Context: an optimization exercise on an open-source flow, tuned for small area, a short achievable clock period and few clock cycles. The choices shown serve that exercise and are no tape-out recipe. Power is estimated from default activity; no workload was simulated.

==> flow/design.v <==
module neuron_state_mem #(
    parameter int DATA_W = 32,
    parameter int DEPTH  = 64,
    parameter int ADDR_W = $clog2(DEPTH)
) (
    input  logic              clk,
    input  logic              reset,
    input  logic              init_start,
    input  logic [DATA_W-1:0] init_value,
    output logic              init_busy,
    output logic              ready,
    input  logic              rd_en,
    input  logic [ADDR_W-1:0] rd_addr,
    output logic [DATA_W-1:0] rd_data,
    output logic              rd_valid,
    input  logic              wr_en,
    input  logic [ADDR_W-1:0] wr_addr,
    input  logic [DATA_W-1:0] wr_data
);
    logic                ready_q;
    logic                busy_q;
    logic [DATA_W-1:0]   init_q;
    logic [DEPTH-1:0]    written_q;
    logic [DATA_W-1:0]   rd_data_q;
    logic                rd_valid_q;
    logic [DATA_W-1:0]   mem [DEPTH];
    logic                keep;
    logic [7:0]          pw_hi_q;          
    logic [7:0]          pw_lo_q;
    logic [DATA_W-1:0]   pw_data_q;
    assign ready     = ready_q;
    assign init_busy = busy_q;
    assign rd_data   = rd_data_q;
    assign rd_valid  = rd_valid_q;
    assign keep = ready_q && !init_start;
    logic              en, bypass, pend_hit, g, use_init;
    logic [3:0]        wq;                     
    logic [DATA_W-1:0] yq [4];                 
    logic [DATA_W-1:0] rd_d;
    assign en     = ready_q && rd_en;
    assign bypass = wr_en && rd_addr == wr_addr;
    assign pend_hit = pw_hi_q[rd_addr[5:3]] && pw_lo_q[rd_addr[2:0]];
    assign g      = en && !bypass && !pend_hit;
    logic [3:0] s0, s1;                        
    logic [3:0] ws0, ws1;                      
    logic [3:0] hq;                            
    logic [1:0][3:0] hw2;                      
    always_comb begin
        for (int q = 0; q < 4; q++) begin
            s0[q] = rd_addr[1:0] == 2'(q);
            s1[q] = rd_addr[3:2] == 2'(q);
            hq[q] = rd_addr[5:4] == 2'(q);
        end
    end
    nsm_dec2 u_wd0 (.a(rd_addr[1:0]), .y(ws0));
    nsm_dec2 u_wd1 (.a(rd_addr[3:2]), .y(ws1));
    for (genvar q = 0; q < 4; q++) begin : g_wq
        logic [3:0] wl1;
        for (genvar k = 0; k < 4; k++) begin : g_wl1
            nsm_sel4 u_wl1 (.s(ws0), .d(written_q[16*q+4*k+3:16*q+4*k]), .y(wl1[k]));
        end
        nsm_sel4 u_wl2 (.s(ws1), .d(wl1), .y(wq[q]));
        for (genvar c = 0; c < 2; c++) begin : g_hw
            nsm_and3 u_hw (.a(g), .b(hq[q]), .c(wq[q]), .x(hw2[c][q]));
        end
    end
    assign use_init = !(|(hq & wq));
    for (genvar q = 0; q < 4; q++) begin : g_quarter
        for (genvar b = 0; b < DATA_W; b++) begin : g_bit
            logic [3:0] l1;
            for (genvar k = 0; k < 4; k++) begin : g_l1
                nsm_sel4 u_l1 (.s(s0), .d({mem[16*q+4*k+3][b], mem[16*q+4*k+2][b],
                                           mem[16*q+4*k+1][b], mem[16*q+4*k][b]}), .y(l1[k]));
            end
            nsm_sel4 u_l2 (.s(s1), .d(l1), .y(yq[q][b]));
        end
    end
    for (genvar b = 0; b < DATA_W; b++) begin : g_bit
        logic e, ie;
        assign e  = (!en && rd_data_q[b]) || (en && bypass && wr_data[b]) ||
                    (en && !bypass && pend_hit && pw_data_q[b]);
        assign ie = g && init_q[b];
        nsm_bitfin u_fin (.y({yq[3][b], yq[2][b], yq[1][b], yq[0][b]}), .hw(hw2[b/16]),
                          .use_init(use_init), .ie(ie), .e(e), .d(rd_d[b]));
    end
    always_ff @(posedge clk or negedge reset) begin
        if (!reset) begin
            ready_q    <= 1'b0;
            busy_q     <= 1'b1;
            rd_data_q  <= '0;
            rd_valid_q <= 1'b0;
        end else begin
            ready_q    <= 1'b1;
            busy_q     <= 1'b0;
            rd_valid_q <= en;
            rd_data_q  <= rd_d;
        end
    end
    always_ff @(posedge clk) begin
        if (!ready_q || init_start) init_q <= init_value;
        for (int i = 0; i < DEPTH; i++)
            written_q[i] <= keep && (written_q[i] || (wr_en && wr_addr == ADDR_W'(i)));
    end
    always_ff @(posedge clk) begin
        for (int j = 0; j < 8; j++) begin
            pw_hi_q[j] <= keep && wr_en && wr_addr[5:3] == 3'(j);
            pw_lo_q[j] <= wr_addr[2:0] == 3'(j);
        end
        pw_data_q <= wr_data;
        for (int i = 0; i < DEPTH; i++)
            if (pw_hi_q[i/8] && pw_lo_q[i%8]) mem[i] <= pw_data_q;
    end
endmodule
module nsm_dec2 (
    input  logic [1:0] a,
    output logic [3:0] y
);
    always_comb for (int q = 0; q < 4; q++) y[q] = a == 2'(q);
endmodule
module nsm_and3 (input logic a, b, c, output logic x);
    assign x = a && b && c;
endmodule
module nsm_sel4 (
    input  logic [3:0] s,
    input  logic [3:0] d,
    output logic       y
);
    assign y = (s[0] && d[0]) || (s[1] && d[1]) || (s[2] && d[2]) || (s[3] && d[3]);
endmodule
module nsm_bitfin (
    input  logic [3:0] y,
    input  logic [3:0] hw,
    input  logic       use_init,
    input  logic       ie,
    input  logic       e,
    output logic       d
);
    assign d = (hw[0] && y[0]) || (hw[1] && y[1]) || (hw[2] && y[2]) || (hw[3] && y[3]) ||
               (use_init && ie) || e;
endmodule
==> flow/config.mk <==
export PLATFORM = sky130hd
export DESIGN_NAME = neuron_state_mem
export DESIGN_NICKNAME = neuron_state_mem
export VERILOG_FILES = /design/flow/design.v
export SDC_FILE = /design/flow/constraint.sdc
export NUM_CORES = 4
export LEC_CHECK = 0
export CAP_MARGIN = 20
export CORE_MARGIN = 2
export CORE_UTILIZATION = 55
export CTS_CLUSTER_DIAMETER = 120
export CTS_CLUSTER_SIZE = 26
export SETUP_SLACK_MARGIN = 2.4
export SLEW_MARGIN = 20
export SYNTH_HIERARCHICAL = 1
export TNS_END_PERCENT = 5
==> flow/constraint.sdc <==
create_clock -name core_clock -period 4.5 [get_ports {clk}]
set_input_delay 0.9000 -clock core_clock [delete_from_list [all_inputs] [get_ports {clk}]]
set_output_delay 0.9000 -clock core_clock [all_outputs]
set_load 0.01 [all_outputs]
standard.sh (not shown) runs the stock make flow with config.mk's settings and CLKGATE_MAP_FILE= SYNTH_SCRIPT=/design/flow/synth_recipe.tcl, a recipe that flattens the netlist after the stock synthesis.
==> flow/flow/run.sh <==
#!/bin/bash
# Standard layout, with the port buffers made from plain buffers instead of delay cells.
set -euo pipefail
export BUFFER_PORTS_ARGS="-buffer_cell sky130_fd_sc_hd__buf_4"
bash standard.sh finish > standard_finish.log 2>&1
Next try:
--- a/flow/design.v
+++ b/flow/design.v
@@ -31,59 +31,49 @@
     assign ready     = ready_q;
     assign init_busy = busy_q;
     assign rd_data   = rd_data_q;
     assign rd_valid  = rd_valid_q;
     assign keep = ready_q && !init_start;
     logic              en, bypass, pend_hit, g, use_init;
+    logic [3:0]        hw;                     
     logic [3:0]        wq;                     
     logic [DATA_W-1:0] yq [4];                 
     logic [DATA_W-1:0] rd_d;
     assign en     = ready_q && rd_en;
     assign bypass = wr_en && rd_addr == wr_addr;
     assign pend_hit = pw_hi_q[rd_addr[5:3]] && pw_lo_q[rd_addr[2:0]];
     assign g      = en && !bypass && !pend_hit;
-    logic [3:0] s0, s1;                        
     logic [3:0] ws0, ws1;                      
-    logic [3:0] hq;                            
-    logic [1:0][3:0] hw2;                      
-    always_comb begin
-        for (int q = 0; q < 4; q++) begin
-            s0[q] = rd_addr[1:0] == 2'(q);
-            s1[q] = rd_addr[3:2] == 2'(q);
-            hq[q] = rd_addr[5:4] == 2'(q);
-        end
-    end
     nsm_dec2 u_wd0 (.a(rd_addr[1:0]), .y(ws0));
     nsm_dec2 u_wd1 (.a(rd_addr[3:2]), .y(ws1));
-    for (genvar q = 0; q < 4; q++) begin : g_wq
+    for (genvar q = 0; q < 4; q++) begin : g_quarter
+        logic [3:0] s0, s1;
         logic [3:0] wl1;
+        nsm_dec2 u_d0 (.a(rd_addr[1:0]), .y(s0));
+        nsm_dec2 u_d1 (.a(rd_addr[3:2]), .y(s1));
         for (genvar k = 0; k < 4; k++) begin : g_wl1
             nsm_sel4 u_wl1 (.s(ws0), .d(written_q[16*q+4*k+3:16*q+4*k]), .y(wl1[k]));
         end
         nsm_sel4 u_wl2 (.s(ws1), .d(wl1), .y(wq[q]));
-        for (genvar c = 0; c < 2; c++) begin : g_hw
-            nsm_and3 u_hw (.a(g), .b(hq[q]), .c(wq[q]), .x(hw2[c][q]));
-        end
-    end
-    assign use_init = !(|(hq & wq));
-    for (genvar q = 0; q < 4; q++) begin : g_quarter
+        assign hw[q] = g && rd_addr[5:4] == 2'(q) && wq[q];
         for (genvar b = 0; b < DATA_W; b++) begin : g_bit
             logic [3:0] l1;
             for (genvar k = 0; k < 4; k++) begin : g_l1
                 nsm_sel4 u_l1 (.s(s0), .d({mem[16*q+4*k+3][b], mem[16*q+4*k+2][b],
                                            mem[16*q+4*k+1][b], mem[16*q+4*k][b]}), .y(l1[k]));
             end
             nsm_sel4 u_l2 (.s(s1), .d(l1), .y(yq[q][b]));
         end
     end
+    assign use_init = !wq[rd_addr[5:4]];
     for (genvar b = 0; b < DATA_W; b++) begin : g_bit
         logic e, ie;
         assign e  = (!en && rd_data_q[b]) || (en && bypass && wr_data[b]) ||
                     (en && !bypass && pend_hit && pw_data_q[b]);
         assign ie = g && init_q[b];
-        nsm_bitfin u_fin (.y({yq[3][b], yq[2][b], yq[1][b], yq[0][b]}), .hw(hw2[b/16]),
+        nsm_bitfin u_fin (.y({yq[3][b], yq[2][b], yq[1][b], yq[0][b]}), .hw(hw),
                           .use_init(use_init), .ie(ie), .e(e), .d(rd_d[b]));
     end
     always_ff @(posedge clk or negedge reset) begin
         if (!reset) begin
             ready_q    <= 1'b0;
             busy_q     <= 1'b1;
@@ -114,15 +104,12 @@
 module nsm_dec2 (
     input  logic [1:0] a,
     output logic [3:0] y
 );
     always_comb for (int q = 0; q < 4; q++) y[q] = a == 2'(q);
 endmodule
-module nsm_and3 (input logic a, b, c, output logic x);
-    assign x = a && b && c;
-endmodule
 module nsm_sel4 (
     input  logic [3:0] s,
     input  logic [3:0] d,
     output logic       y
 );
     assign y = (s[0] && d[0]) || (s[1] && d[1]) || (s[2] && d[2]) || (s[3] && d[3]);
The changed run ran to the end with no violations.
Power rises by 0.90%.
Global-route usage rises by 0.25 points.
Sequential cell count stays the same.
Hold slack loses 32 ps.
Count of clock-buffer cells in the layout rises by 31.
Wire length rises by 1.2%.
Setup slack loses 74 ps.
Design area rises by 0.76%.
First-iteration DRC count rises by 17%.
No run of this note included a check of the RTL's function; only the layout flow was run.

re-timing with driven ports:
The results above use ideal ports. As a check the final layouts listed here were re-extracted and re-timed, cells and wires unchanged.
Step 1 (the two cells are an assumption about what drives the block):
set clk [get_ports {clk}]
set_driving_cell -lib_cell sky130_fd_sc_hd__clkbuf_16 $clk
set_driving_cell -lib_cell sky130_fd_sc_hd__buf_2 [delete_from_list [all_inputs] $clk]
Step 2, shift: input delay + t, output delay - t, t = (earliest + latest rising clock arrival at the registers) / 2. This alone moves slack from input paths to output paths.
Three values: ideal, step 1, step 2; two values: the first two.
| run | t (ns) | slack for setup (ns) | worst setup path at the end | clock arrival spread, ns | worst slew at a driven data input, ns |
|---|---|---|---|---|---|
| the first run | 0.822 | 2.086 / 2.005 / 1.199 | input to register | 0.032 / 0.032 | 0.21 |
| the second run | 0.835 | 2.012 / 1.782 / 0.947 | input to register | 0.042 / 0.042 | 0.37 |
After both steps every run listed still meets setup and hold. The setup slack of the second run, which loses most, moves by -0.230 ns with the drivers and by -1.065 ns with both steps.
